Source: an optimization exercise on an open RTL-to-GDS flow (aim: small area and a short achievable clock period). Production flows keep margins and buffers that such runs may drop. At most, simulation tests tie the RTL to the original design; equivalence was not proved. Power and IR drop assume default switching activity.

## oak
## depth_gated_color_segmenter
module depth_gated_color_segmenter (
   input  logic                            clock,
   input  logic                            reset,
   input  logic                            req_valid,
   output logic                            req_stall,
   input  logic [48:0]                     req_payload,
   output logic                            rsp_valid,
   input  logic                            rsp_stall,
   output logic [137:0]                    rsp_payload,
   input  logic                            csr_write,
   input  logic [dgcs_pkg::CSR_IDX_W-1:0]  csr_index,
   input  logic [dgcs_pkg::CSR_DATA_W-1:0] csr_data
);
   localparam int PW = dgcs_pkg::POS_W;
   function automatic logic lt32(logic [31:0] a, logic [31:0] b);
      logic [31:0] l;
      logic [31:0] e;
      l = ~a & b;
      e = ~(a ^ b);
      for (int w = 1; w < 32; w = w * 2) begin
         for (int i = 0; i + w < 32; i = i + 2 * w) begin
            l[i] = l[i + w] || (e[i + w] && l[i]);
            e[i] = e[i + w] && e[i];
         end
      end
      lt32 = l[0];
   endfunction
   logic [15:0] near_limit_ff;
   logic [15:0] stats_limit_ff;
   logic [23:0] box_a_low_ff;
   logic [23:0] box_a_high_ff;
   logic [23:0] box_b_low_ff;
   logic [23:0] box_b_high_ff;
   logic [5:0] csr_we;
   always_comb begin
      for (int i = 0; i < 6; i++) begin
         csr_we[i] = reset || (csr_write && (csr_index == 3'(i)));
      end
   end
  ...
For scale: roughly 1,400 cells after synthesis, roughly 340 flip-flops, ~220 I/O pins, roughly 16,000 um^2 of cells after synthesis.
==> module depth_gated_color_segmenter, before the edit <==
module depth_gated_color_segmenter (
   input  logic                            clock,
   input  logic                            reset,
   input  logic                            req_valid,
   output logic                            req_stall,
   input  logic [48:0]                     req_payload,
   output logic                            rsp_valid,
   input  logic                            rsp_stall,
   output logic [137:0]                    rsp_payload,
   input  logic                            csr_write,
   input  logic [dgcs_pkg::CSR_IDX_W-1:0]  csr_index,
   input  logic [dgcs_pkg::CSR_DATA_W-1:0] csr_data
);
   localparam int PW = dgcs_pkg::POS_W;
   function automatic logic lt32(logic [31:0] a, logic [31:0] b);
      logic [31:0] l;
      logic [31:0] e;
      l = ~a & b;
      e = ~(a ^ b);
      for (int w = 1; w < 32; w = w * 2) begin
         for (int i = 0; i + w < 32; i = i + 2 * w) begin
            l[i] = l[i + w] || (e[i + w] && l[i]);
            e[i] = e[i + w] && e[i];
         end
      end
      lt32 = l[0];
   endfunction
   logic [15:0] near_limit_ff;
   logic [15:0] stats_limit_ff;
   logic [23:0] box_a_low_ff;
   logic [23:0] box_a_high_ff;
   logic [23:0] box_b_low_ff;
   logic [23:0] box_b_high_ff;
   logic [5:0] csr_we;
   always_comb begin
      for (int i = 0; i < 6; i++) begin
         csr_we[i] = reset || (csr_write && (csr_index == 3'(i)));
      end
   end
   always_ff @(posedge clock) begin
      if (csr_we[0]) near_limit_ff  <= reset ? dgcs_pkg::NEAR_LIMIT_RESET  : csr_data[15:0];
      if (csr_we[1]) stats_limit_ff <= reset ? dgcs_pkg::STATS_LIMIT_RESET : csr_data[15:0];
      if (csr_we[2]) box_a_low_ff   <= reset ? dgcs_pkg::BOX_A_LOW_RESET   : csr_data;
      if (csr_we[3]) box_a_high_ff  <= reset ? dgcs_pkg::BOX_A_HIGH_RESET  : csr_data;
      if (csr_we[4]) box_b_low_ff   <= reset ? dgcs_pkg::BOX_B_LOW_RESET   : csr_data;
      if (csr_we[5]) box_b_high_ff  <= reset ? dgcs_pkg::BOX_B_HIGH_RESET  : csr_data;
   end
   logic        in_valid_ff;
   logic [31:0] in_color_ff;
   logic [15:0] in_depth_ff;
   logic        in_end_ff;
   logic        out_valid_ff;
   logic [1:0]  out_class_ff;
   logic [31:0] out_color_ff;
   logic        out_last_ff;
   logic        advance;
   logic        stall;
   logic        in_valid_in;
   logic        out_valid_in;
   logic        both_valid_ff;
   assign advance = in_valid_ff && (!out_valid_ff || !rsp_stall);
   assign stall   = in_valid_ff && out_valid_ff && rsp_stall;
   assign in_valid_in  = (req_valid && !stall) || (in_valid_ff && !advance);
   assign out_valid_in = advance || (out_valid_ff && rsp_stall);
   always_ff @(posedge clock) begin
      if (reset) begin
         in_valid_ff   <= 1'b0;
         out_valid_ff  <= 1'b0;
         both_valid_ff <= 1'b0;
      end else begin
         in_valid_ff   <= in_valid_in;
         out_valid_ff  <= out_valid_in;
         both_valid_ff <= in_valid_in && out_valid_in;
      end
   end
   assign req_stall = both_valid_ff && rsp_stall;
   always_ff @(posedge clock) begin
      if (!stall) begin
         in_color_ff <= req_payload[48:17];
         in_depth_ff <= req_payload[16:1];
         in_end_ff   <= req_payload[0];
      end
   end
   logic is_near, match_a, match_b;
   logic hit_a, hit_b;
   logic [1:0] cls;
   dgcs_classify u_classify (
      .pixel_rgb  (in_color_ff[23:0]),
      .depth_mm   (in_depth_ff),
      .near_limit (near_limit_ff),
      .box_a_low  (box_a_low_ff),
      .box_a_high (box_a_high_ff),
      .box_b_low  (box_b_low_ff),
      .box_b_high (box_b_high_ff),
      .is_near    (is_near),
      .match_a    (match_a),
      .match_b    (match_b)
   );
   assign hit_a = is_near && match_a;
   assign hit_b = is_near && !match_a && match_b;
   assign cls   = !is_near ? dgcs_pkg::CLASS_FAR :
                  match_a  ? dgcs_pkg::CLASS_BOX_A :
                  match_b  ? dgcs_pkg::CLASS_BOX_B : dgcs_pkg::CLASS_UNMATCH;
   always_ff @(posedge clock) begin
      if (reset) begin
         out_last_ff <= 1'b1;
      end else if (advance) begin
         out_last_ff <= in_end_ff;
      end
   end
   logic [31:0] shown;
   assign shown = !is_near ? dgcs_pkg::FAR_FILL :
                  (match_a || match_b) ? in_color_ff : dgcs_pkg::MARK_FILL;
   always_ff @(posedge clock) begin
      if (advance) begin
         out_class_ff <= cls;
         out_color_ff <= shown;
      end
   end
   logic [PW-1:0] pos_ff;
   logic          pos_wrap;
   localparam logic [PW-1:0] POS_LAST = PW'(dgcs_pkg::LINE_WIDTH_DEFAULT * dgcs_pkg::LINE_COUNT_DEFAULT - 1);
   assign pos_wrap = &(pos_ff | ~POS_LAST);
   function automatic logic [PW-1:0] step(logic [PW-1:0] q, logic inc);
      logic [PW-1:0] ones;
      ones[0] = 1'b1;
      for (int i = 1; i < PW; i++) begin
         ones[i] = ones[i-1] && q[i-1];
      end
      step = q ^ (ones & {PW{inc}});
   endfunction
   always_ff @(posedge clock) begin
      pos_ff <= (advance && (out_last_ff || pos_wrap)) ? '0 : step(pos_ff, advance);
   end
   logic [PW-1:0] slot_a_ff, slot_b_ff;
   logic          none_a_ff, none_b_ff;
   logic          none_a, none_b;
   assign none_a = none_a_ff || out_last_ff;
   assign none_b = none_b_ff || out_last_ff;
   always_ff @(posedge clock) begin
      if (advance) begin
         none_a_ff <= none_a && !hit_a;
         none_b_ff <= none_b && !hit_b;
      end
      slot_a_ff <= (advance && hit_a && none_a) ? '0 :
                   step(slot_a_ff, advance && hit_a && !(&slot_a_ff));
      slot_b_ff <= (advance && hit_b && none_b) ? '0 :
                   step(slot_b_ff, advance && hit_b && !(&slot_b_ff));
   end
   logic [31:0] min_ff, max_ff;
   logic        any_ff;
   logic        any_now;
   logic        qualify;
   logic        lt_min, gt_max;
   assign any_now = any_ff && !out_last_ff;
   assign qualify = lt32(32'(in_depth_ff), 32'(stats_limit_ff)) &&
                    (!is_near || ((match_a || match_b) &&
                                  (in_color_ff != dgcs_pkg::MARK_FILL) && (in_color_ff != 32'd0)));
   assign lt_min  = is_near ? lt32(in_color_ff, min_ff) : lt32(dgcs_pkg::FAR_FILL, min_ff);
   assign gt_max  = is_near ? lt32(max_ff, in_color_ff) : lt32(max_ff, dgcs_pkg::FAR_FILL);
   always_ff @(posedge clock) begin
      if (advance) begin
         any_ff <= any_now || qualify;
         if (qualify && (!any_now || lt_min)) min_ff <= shown;
         if (qualify && (!any_now || gt_max)) max_ff <= shown;
      end
   end
   logic        stats_valid;
   logic [PW-1:0] slot_out;
   assign stats_valid = out_last_ff && any_ff;
   assign slot_out = (out_class_ff == dgcs_pkg::CLASS_BOX_A) ? slot_a_ff :
                     (out_class_ff == dgcs_pkg::CLASS_BOX_B) ? slot_b_ff : '0;
   assign rsp_valid   = out_valid_ff;
   assign rsp_payload = {out_class_ff, out_color_ff, pos_ff, slot_out,
                         stats_valid ? min_ff : 32'd0,
                         stats_valid ? max_ff : 32'd0,
                         stats_valid, out_last_ff};
endmodule
export LEC_CHECK = 0
export CAP_MARGIN = 20
export CORE_MARGIN = 2
export CORE_UTILIZATION = 40
export PLACE_DENSITY = 0.6
export SETUP_SLACK_MARGIN = 3.55
export SLEW_MARGIN = 20
create_clock -name core_clock -period 7.0 [get_ports {clock}]
standard.sh (not shown) runs the stock make flow with config.mk's settings and CLKGATE_MAP_FILE= SYNTH_SCRIPT=/design/flow/synth_recipe.tcl, a recipe that flattens the netlist after the stock synthesis.
==> flow/flow/run.sh <==
#!/bin/bash
# The standard layout (standard.sh) with three changes, all logged under orfs/logs/ as usual:
#  - synthesis leaves adders and comparators to abc (no ADDER_MAP_FILE half/full-adder cells);
#    registers are untouched, so they match the standard synthesis by name and cell type;
#  - plain sky130_fd_sc_hd__buf_1 cells as the port buffers instead of the delay buffer the
#    flow picks by default;
#  - larger clock-tree sink clusters, clkbuf_8 only, no dummy loads.
set -euo pipefail
bash standard.sh 'ADDER_MAP_FILE=' \
  'BUFFER_PORTS_ARGS=-buffer_cell sky130_fd_sc_hd__buf_1' \
  'CTS_ARGS=-sink_clustering_enable -repair_clock_nets -sink_clustering_size 16 -sink_clustering_max_diameter 60 -buf_list {sky130_fd_sc_hd__clkbuf_8} -dont_use_dummy_load' \
  finish > standard.log 2>&1
[inputs] pine vs oak
--- a/flow/design.v
+++ b/flow/design.v
@@ -85,7 +85,10 @@
    assign match_a = in_box(pixel_rgb, box_a_low, box_a_high);
    assign match_b = in_box(pixel_rgb, box_b_low, box_b_high);
 endmodule
-module depth_gated_color_segmenter (
+module depth_gated_color_segmenter #(
+   parameter int LINE_WIDTH = dgcs_pkg::LINE_WIDTH_DEFAULT,
+   parameter int LINE_COUNT = dgcs_pkg::LINE_COUNT_DEFAULT
+) (
    input  logic                            clock,
    input  logic                            reset,
    input  logic                            req_valid,
@@ -206,7 +209,7 @@
    end
    logic [PW-1:0] pos_ff;
    logic          pos_wrap;
-   localparam logic [PW-1:0] POS_LAST = PW'(dgcs_pkg::LINE_WIDTH_DEFAULT * dgcs_pkg::LINE_COUNT_DEFAULT - 1);
+   localparam logic [PW-1:0] POS_LAST = PW'(LINE_WIDTH * LINE_COUNT - 1);
    assign pos_wrap = &(pos_ff | ~POS_LAST);
    function automatic logic [PW-1:0] step(logic [PW-1:0] q, logic inc);
       logic [PW-1:0] ones;
@@ -228,11 +231,9 @@
       if (advance) begin
          none_a_ff <= none_a && !hit_a;
          none_b_ff <= none_b && !hit_b;
-      end
-      slot_a_ff <= (advance && hit_a && none_a) ? '0 :
-                   step(slot_a_ff, advance && hit_a && !(&slot_a_ff));
-      slot_b_ff <= (advance && hit_b && none_b) ? '0 :
-                   step(slot_b_ff, advance && hit_b && !(&slot_b_ff));
+         if (hit_a) slot_a_ff <= none_a ? '0 : step(slot_a_ff, !(&slot_a_ff));
+         if (hit_b) slot_b_ff <= none_b ? '0 : step(slot_b_ff, !(&slot_b_ff));
+      end
    end
    logic [31:0] min_ff, max_ff;
    logic        any_ff;
--- outcome ---
pine: no failed stages, no open violations at the end
Per the comparison of pine with oak, portion of the clock cycle consumed by the worst path in the final layout +0.45 points; number of port buffers ~0 delta; area share of fa/ha/maj cells after synthesis ~0 delta; count of buffers not belonging to the clock network in the layout -6; proportion of cell area spent on the clock network ~0 delta.
Footprint of the multi-input gates (pine over oak): decrease, 6.0%
Of oak and pine, the higher proportion of power drawn by combinational gates belongs to oak.
[compare] base=oak new=pine: count of mapped cells out of synthesis fell by 78, tightest hold margin fell by 0.026 ns.
Looking at maximum frequency, pine sits 0.93% below oak.
Clock period minus worst slack: oak and pine compared, higher one is pine
Re sequential share of layout area: oak was lower than pine.
Only the layout flow was run in oak; the RTL was not checked for function there.

==> static timing again, ports no longer ideal <==
The results above use ideal ports. As a check the final layouts listed here were re-extracted and re-timed, cells and wires unchanged.
Step 1 assumes that a clkbuf_16 drives the clock port and a buf_2 every other input.
Step 2, shift: input delay + t, output delay - t, t = (earliest + latest rising clock arrival at the registers) / 2. This alone moves slack from input paths to output paths.
Slacks: no drivers / after step 1 / after step 2; pairs: no drivers / after step 1.
| run | t (ns) | slack for setup (ns) | clock arrival spread, ns | cell pins on the clock port's net |
|---|---|---|---|---|
| oak | 0.654 | 3.626 / 3.623 / 3.233 | 0.056 / 0.056 | 1 |
| pine | 0.655 | 3.594 / 3.594 / 3.269 | 0.053 / 0.053 | 1 |
After both steps setup and hold are still met in every run listed. The setup slack of oak, which loses most, moves by -0.003 ns with the drivers and by -0.393 ns with both steps.
